From an optimization exercise on the open Yosys and OpenROAD flow, aimed at small area, a short achievable clock period and few clock cycles per item; shortcuts taken in it are not production practice.
Where RTL was checked, it was by simulation tests only, not by an equivalence proof against the original.
Power and IR drop assume default switching activity.

==> trial 5: inputs <==
Design apply_front, start of the top module:
module apply_front (
	input logic clk,
	input logic reset,
	input logic in_valid,
	output logic in_ready,
	input logic [3-1:0] in_id,
	input logic in_negate,
	input logic [1:0] in_op,
	input logic [16-1:0] in_f,
	input logic [16-1:0] in_g,
	output logic var_req_valid,
	input logic var_req_ready,
	output logic [16-2:0] var_req_node,
	input logic var_resp_valid,
	input logic [8-1:0] var_resp_var,
	input logic cfg_write,
	input logic [8-1:0] cfg_address,
	input logic [32-1:0] cfg_wdata,
	output logic out_valid,
	input logic out_ready,
	output logic [3-1:0] out_id,
	output logic out_negate,
	output logic [1:0] out_op,
	output logic [16-1:0] out_f,
	output logic [16-1:0] out_g,
	output logic out_hit,
	output logic [16-1:0] out_result,
	output logic [8-1:0] out_top,
	output logic out_fetch_f,
	output logic out_fetch_g,
	output logic out_quantify
);
	logic hit;
	logic [1:0] rsel;
	logic swap;
	logic need_f;
	logic need_g;
	logic shared;
	logic [8-1:0] qvar;
	logic qbit;
	terminal_check terminal_check_i (
		.op(in_op), .f(in_f), .g(in_g),
		.hit(hit), .rsel(rsel), .swap(swap),
		.need_f(need_f), .need_g(need_g), .shared(shared)
	);
	var_fetch_ctrl var_fetch_ctrl_i (
		.clk(clk), .reset(reset),
		.in_valid(in_valid), .in_ready(in_ready),
		.in_id(in_id), .in_negate(in_negate), .in_op(in_op), .in_f(in_f), .in_g(in_g),
		.in_hit(hit), .in_rsel(rsel), .in_swap(swap),
		.in_need_f(need_f), .in_need_g(need_g), .in_shared(shared),
		.mem_req_valid(var_req_valid), .mem_req_ready(var_req_ready),
		.mem_req_node(var_req_node), .mem_resp_valid(var_resp_valid),
		.mem_resp_var(var_resp_var),
		.qvar(qvar), .qbit(qbit),
  ...
==> flow/config.mk <==
export PLATFORM = sky130hd
export DESIGN_NAME = apply_front
export DESIGN_NICKNAME = apply_front
export VERILOG_FILES = /design/flow/design.v
export SDC_FILE = /design/flow/constraint.sdc
export NUM_CORES = 4
export LEC_CHECK = 0
export CAP_MARGIN = 20
export CORE_MARGIN = 2
export CORE_UTILIZATION = 40
export CTS_BUF_LIST = sky130_fd_sc_hd__clkbuf_8
export CTS_CLUSTER_DIAMETER = 60
export CTS_CLUSTER_SIZE = 16
export SETUP_SLACK_MARGIN = 3.15
export SLEW_MARGIN = 20
==> flow/constraint.sdc <==
create_clock -name core_clock -period 5.5 [get_ports {clk}]
set_input_delay 1.1000 -clock core_clock [delete_from_list [all_inputs] [get_ports {clk}]]
set_output_delay 1.1000 -clock core_clock [all_outputs]
set_load 0.01 [all_outputs]
run.sh (not shown) runs the stock make flow with config.mk's settings and CLKGATE_MAP_FILE= SYNTH_SCRIPT=/design/flow/synth_recipe.tcl, a recipe that flattens the netlist after the stock synthesis.
==> build 69: changes against trial 5 <==
--- a/flow/design.v
+++ b/flow/design.v
@@ -172,15 +172,14 @@
 	logic g_valid;
 	logic g_pf;
 	logic g_pg;
 	logic g_avail;
 	logic g_load;
 	logic rq_open;
 	logic [IW-2:0] g_node;
-	logic [N-1:0][IW-2:0] e_next;
 	logic i_adv;
 	logic in_pf;
 	logic in_pg;
 	logic [PW-1:0] ti;
 	logic t_found;
 	logic t_more;  
 	logic second;  
@@ -213,20 +212,15 @@
 	assign in_pg = !in_hit && in_need_g;
 	assign rq_open = !mem_req_valid || mem_req_ready;
 	assign g_valid = (ip != wp);
 	assign g_pf = e_pf[ii];
 	assign g_pg = e_pg[ii];
 	assign g_avail = g_valid && (g_pf || g_pg);
 	assign g_load = g_avail && rq_open;
-	always_comb
-	begin
-		for (int i = 0; i < N; i++)
-			e_next[i] = (e_pf[i] ^ e_c[i][0]) ? e_f[i][IW-1:1] : e_g[i][IW-1:1];
-	end
-	assign g_node = e_next[ii];
+	assign g_node = (g_pf ^ e_c[ii][0]) ? e_f[ii][IW-1:1] : e_g[ii][IW-1:1];
 	assign i_adv = g_valid && (!(g_pf || g_pg) || (g_load && !(g_pf && g_pg)));
 	always_comb
 	begin
 		logic [PW-1:0] k;
 		t_found = 1'b0;
 		ti = ri;
 		for (int j = 0; j < N; j++)
@@ -268,15 +262,15 @@
 	assign r_two = !r_fonly && e_c[ri][1];
 	assign r_ff = r_fonly || e_x[ri];
 	assign r_fg = r_two ? e_y[ri] : r_fonly ? (e_c[ri][0] || e_y[ri]) : 1'b1;
 	assign r_done = (rp != ip) && !(e_wf[ri] || e_wg[ri]);
 	assign o_load = r_done && (!out_valid || out_ready);
 	assign o_q = (rr_upd && rr_ti == ri) ? qbit : e_q[ri];
 	assign ip_next = i_adv ? ip + 1'b1 : ip;
-	assign head_done_next = !o_load && !(out_valid && !out_ready) &&
+	assign head_done_next = !o_load && !(out_valid && !out_ready) && (rp != ip_next) &&
 		mem_resp_valid && ti == ri && !t_more;
 	always_ff @(posedge clk)
 	begin
 		rr_ti <= ti;
 		if (mem_resp_valid)
 			first_var <= mem_resp_var;
 		if (g_load)
@@ -423,26 +417,24 @@
 	input logic [8-1:0] cfg_address,
 	input logic [32-1:0] cfg_wdata,
 	input logic [8-1:0] qvar,
 	output logic qbit  
 );
 	localparam int SEL_W = $clog2((256 / 32));
 	logic [(256 / 32)-1:0][32-1:0] words;
-	logic [32-1:0] wdata;
-	logic wr_any;
 	logic [(256 / 32)-1:0] qcol;
 	logic [SEL_W-1:0] qsel;
-	assign wdata = reset ? '0 : cfg_wdata;
-	assign wr_any = cfg_write && (cfg_address[8-1:SEL_W] == '0);
 	always_ff @(posedge clk)
 	begin
 		for (int i = 0; i < (256 / 32); i++)
 		begin
-			if (reset || (wr_any && cfg_address[SEL_W-1:0] == i))
-				words[i] <= wdata;
+			if (reset)
+				words[i] <= '0;
+			else if (cfg_write && cfg_address == i)
+				words[i] <= cfg_wdata;
 		end
 	end
 	always_ff @(posedge clk)
 	begin
 		for (int i = 0; i < (256 / 32); i++)
 			qcol[i] <= words[i][qvar[4:0]];
 		qsel <= qvar[8-1:5];
==> flow/flow/run.sh (new file) <==
#!/bin/bash
# Layout flow: the standard flow, with plain buf_1 cells as the port
# buffers instead of the default choice. Everything else is unchanged.
set -euo pipefail
export BUFFER_PORTS_ARGS="-buffer_cell sky130_fd_sc_hd__buf_1"
bash standard.sh > standard_flow.log 2>&1
==> flow/standard.sh (new file) <==
#!/bin/bash
# synth_recipe.tcl (not shown) runs the flow's synth.tcl, then flattens the netlist and writes it again
# the make line also repeats each setting of config.mk as NAME=value (left out here)
make -C /OpenROAD-flow-scripts/flow DESIGN_CONFIG=/design/flow/config.mk WORK_HOME=/design/flow/orfs CLKGATE_MAP_FILE= SYNTH_SCRIPT=/design/flow/synth_recipe.tcl "${@:-finish}"
--- a/flow/config.mk
+++ b/flow/config.mk
@@ -5,11 +5,9 @@
 export SDC_FILE = /design/flow/constraint.sdc
 export NUM_CORES = 4
 export LEC_CHECK = 0
 export CAP_MARGIN = 20
 export CORE_MARGIN = 2
 export CORE_UTILIZATION = 40
 export CTS_BUF_LIST = sky130_fd_sc_hd__clkbuf_8
-export CTS_CLUSTER_DIAMETER = 60
-export CTS_CLUSTER_SIZE = 16
 export SETUP_SLACK_MARGIN = 3.15
 export SLEW_MARGIN = 20
removed: flow/run.sh
==> build 91: changes against trial 5 <==
--- a/flow/design.v
+++ b/flow/design.v
@@ -148,27 +148,30 @@
 	logic [N-1:0][3-1:0] e_id;
 	logic [N-1:0] e_negate;
 	logic [N-1:0][1:0] e_op;
 	logic [N-1:0][IW-1:0] e_f;  
 	logic [N-1:0][IW-1:0] e_g;
 	logic [N-1:0] e_hit;
 	logic [N-1:0][1:0] e_c;
+	logic [N-1:0] e_swap;  
 	logic [N-1:0][VW-1:0] e_top;  
 	logic [N-1:0] e_x;  
 	logic [N-1:0] e_y;  
 	logic [N-1:0] e_q;
 	logic [N-1:0] e_pf;  
 	logic [N-1:0] e_pg;
 	logic [N-1:0] e_wf;  
 	logic [N-1:0] e_wg;
 	logic [PW:0] wp;  
 	logic [PW:0] ip;  
 	logic [PW:0] rp;  
 	logic [PW:0] wp_next;
 	logic [PW:0] rp_next;
+	logic [PW:0] used;  
+	logic full_next;
 	logic alloc;
 	logic [PW-1:0] wi;
 	logic [PW-1:0] ii;
 	logic [PW-1:0] ri;
 	logic g_valid;
 	logic g_pf;
 	logic g_pg;
@@ -205,26 +208,28 @@
 	logic head_done_next;
 	assign wi = wp[PW-1:0];
 	assign ii = ip[PW-1:0];
 	assign ri = rp[PW-1:0];
 	assign alloc = in_valid && in_ready;
 	assign wp_next = wp + alloc;
 	assign rp_next = rp + o_load;
+	assign used = wp - rp;
+	assign full_next = (used == N) ? (!o_load || alloc) : ((used == N - 1) && alloc && !o_load);
 	assign in_pf = !in_hit && in_need_f;
 	assign in_pg = !in_hit && in_need_g;
 	assign rq_open = !mem_req_valid || mem_req_ready;
 	assign g_valid = (ip != wp);
 	assign g_pf = e_pf[ii];
 	assign g_pg = e_pg[ii];
 	assign g_avail = g_valid && (g_pf || g_pg);
 	assign g_load = g_avail && rq_open;
 	always_comb
 	begin
 		for (int i = 0; i < N; i++)
-			e_next[i] = (e_pf[i] ^ e_c[i][0]) ? e_f[i][IW-1:1] : e_g[i][IW-1:1];
+			e_next[i] = (e_pf[i] ^ e_swap[i]) ? e_f[i][IW-1:1] : e_g[i][IW-1:1];
 	end
 	assign g_node = e_next[ii];
 	assign i_adv = g_valid && (!(g_pf || g_pg) || (g_load && !(g_pf && g_pg)));
 	always_comb
 	begin
 		logic [PW-1:0] k;
 		t_found = 1'b0;
@@ -295,15 +300,15 @@
 		else
 		begin
 			rr_upd <= mem_resp_valid && f_upd;
 			if (mem_resp_valid)
 				second <= t_more;
 			wp <= wp_next;
 			rp <= rp_next;
-			in_ready <= !((wp_next[PW] != rp_next[PW]) && (wp_next[PW-1:0] == rp_next[PW-1:0])) ||
+			in_ready <= !full_next ||
 				head_done_next;
 			ip <= ip_next;
 			if (rq_open)
 				mem_req_valid <= g_avail;
 			if (o_load)
 				out_valid <= 1'b1;
 			else if (out_ready)
@@ -318,16 +323,16 @@
 			begin
 				e_id[i] <= in_id;
 				e_negate[i] <= in_negate;
 				e_op[i] <= in_op;
 				e_f[i] <= in_f;
 				e_g[i] <= in_g;
 				e_hit[i] <= in_hit;
-				e_c[i] <= in_hit ? in_rsel :
-					{in_need_f, (in_op == 2'd3) ? in_shared : in_swap};
+				e_c[i] <= in_hit ? in_rsel : {in_need_f, in_shared};
+				e_swap[i] <= in_swap;
 			end
 		end
 	end
 	always_ff @(posedge clk)
 	begin
 		for (int i = 0; i < N; i++)
 		begin
@@ -388,15 +393,15 @@
 	begin
 		if (o_load)
 		begin
 			out_id <= e_id[ri];
 			out_negate <= e_negate[ri];
 			out_op <= e_op[ri];
 			out_hit <= e_hit[ri];
-			if (e_c[ri][0] && !e_hit[ri] && !r_fonly)
+			if (e_swap[ri] && !e_hit[ri])
 			begin
 				out_f <= e_g[ri];
 				out_g <= e_f[ri];
 			end
 			else
 			begin
 				out_f <= e_f[ri];
==> flow/config.mk (replaced) <==
export PLATFORM = sky130hd
export DESIGN_NAME = apply_front
export DESIGN_NICKNAME = apply_front
export VERILOG_FILES = /design/flow/design.v
export SDC_FILE = /design/flow/constraint.sdc
export NUM_CORES = 4
export LEC_CHECK = 0
export CAP_MARGIN = 20
export CORE_MARGIN = 2
export CORE_UTILIZATION = 60
export CTS_BUF_LIST = sky130_fd_sc_hd__clkbuf_8
export CTS_CLUSTER_DIAMETER = 60
export CTS_CLUSTER_SIZE = 16
export SETUP_SLACK_MARGIN = 3.15
export SLEW_MARGIN = 20
==> comparison <==
- Build 91 passed the timing, design-rule and antenna checks. Trial 5 completed with no timing, DRC or antenna violations. Build 69 finished clean.
- Against build 69, the routed wire length of trial 5 is smaller by about 12%.
- Of build 69 and trial 5, trial 5 has the higher sequential power (gap about 8%, measured against trial 5).
- Against build 69, the global-route usage of build 91 is higher by 5.7 points.
- Register-to-register slack: build 91 > build 69 > trial 5.
- The lowest maximum frequency belongs to trial 5, the highest to build 91.
- Utilization: build 69 is lower than build 91 (23 points).
- Critical path depth, highest first: trial 5, build 91, build 69.
- In build 69 the synthesized cell count is larger than in build 91, by 51%.
- Design area, lowest first: build 91, trial 5, build 69.
- Between build 69 and build 91, the lower clock skew is in build 91 (gap 0.014 ns).
==> figures <==
Minimum setup slack in the final design: trial 5 2.970 ns; build 91 3.125 ns; build 69 3.061 ns
Critical path fanouts, max: trial 5 6; build 91 16; build 69 1
Internal power consumption: trial 5 8.624 mW; build 91 9.456 mW; build 69 9.602 mW
Met3 capacity usage during global routing: trial 5 2.704%; build 91 4.654%; build 69 3.363%
Peak VDD IR: trial 5 520.8 uV; build 91 283.4 uV; build 69 263.0 uV
Post-CTS sizing: trial 5 592; build 91 556; build 69 101
Worst EP arrival: trial 5 3.07 ns; build 91 2.68 ns; build 69 1.34 ns
Most frequent standard cell in the layout excluding fill and tap cells: trial 5 sky130_fd_sc_hd__edfxtp_1; build 91 sky130_fd_sc_hd__edfxtp_1; build 69 sky130_fd_sc_hd__nand2_1
Setup skew after layout: trial 5 0.04111 ns; build 91 0.03026 ns; build 69 0.04454 ns
Share of layout cells above drive strength 1: trial 5 32.66%; build 91 34.71%; build 69 25.59%
Count of routing violations after the opening detailed-route iteration: trial 5 1223; build 91 1196; build 69 1417
Count of mapped cells out of synthesis: trial 5 1407; build 91 1387; build 69 2096
Multi-input combinational cell count: trial 5 689; build 91 667; build 69 1291
Areal power density over the cells: trial 5 415.1 nW/um^2; build 91 461.0 nW/um^2; build 69 443.4 nW/um^2
CTS clock-pin slew for the worst setup and hold paths: trial 5 0.10 ns; build 91 0.09 ns; build 69 0.06 ns
Synthesized net count: trial 5 1538; build 91 1520; build 69 2227
Outcome: trial 5 complete, no violations; build 91 complete, no violations; build 69 complete, no violations
Detailed-placement wirelength estimate: trial 5 37.74 mm; build 91 35.85 mm; build 69 44.12 mm
Switch share: trial 5 31.10%; build 91 31.37%; build 69 31.02%
Placed Instance Area: trial 5 28440 sq um; build 91 28150 sq um; build 69 27990 sq um
Number of clock buffers inserted by TritonCTS: trial 5 49; build 91 46; build 69 100
Testbench counts of build 69, summed over its fixed seeds: cycles 9,328, items 4,000.
Testbench counts of build 91, summed over its fixed seeds: cycles 9,328, items 4,000.
For trial 5, only the layout was checked, not whether the RTL still works.

[port drivers added, routing unchanged]
Ports are ideal in the flow. The routed layouts listed here were re-timed in OpenROAD.
Step 1 assumes that a clkbuf_16 drives the clock port and a buf_2 every other input.
Step 2 also shifts input and output timing later by t, the mid clock arrival at the registers, as if the neighbouring blocks saw the same clock.
a / b / c = ideal / step 1 / step 2; a / b = the first two.
| run | shift t [ns] | slack for setup (ns) | clock arrival spread, ns | slew at the worst register clock pin (ns) | pins driven straight from the clock port |
|---|---|---|---|---|---|
| trial 5 | 0.723 | 2.970 / 2.970 / 2.268 | 0.058 / 0.058 | 0.11 / 0.11 | 1 |
| build 69 | 0.779 | 3.061 / 2.998 / 2.252 | 0.054 / 0.054 | 0.07 / 0.07 | 1 |
| build 91 | 0.690 | 3.125 / 3.074 / 2.422 | 0.030 / 0.031 | 0.11 / 0.11 | 1 |
After both steps every run listed still meets setup and hold. The setup slack of build 69, which loses most, moves by -0.063 ns with the drivers and by -0.809 ns with both steps.
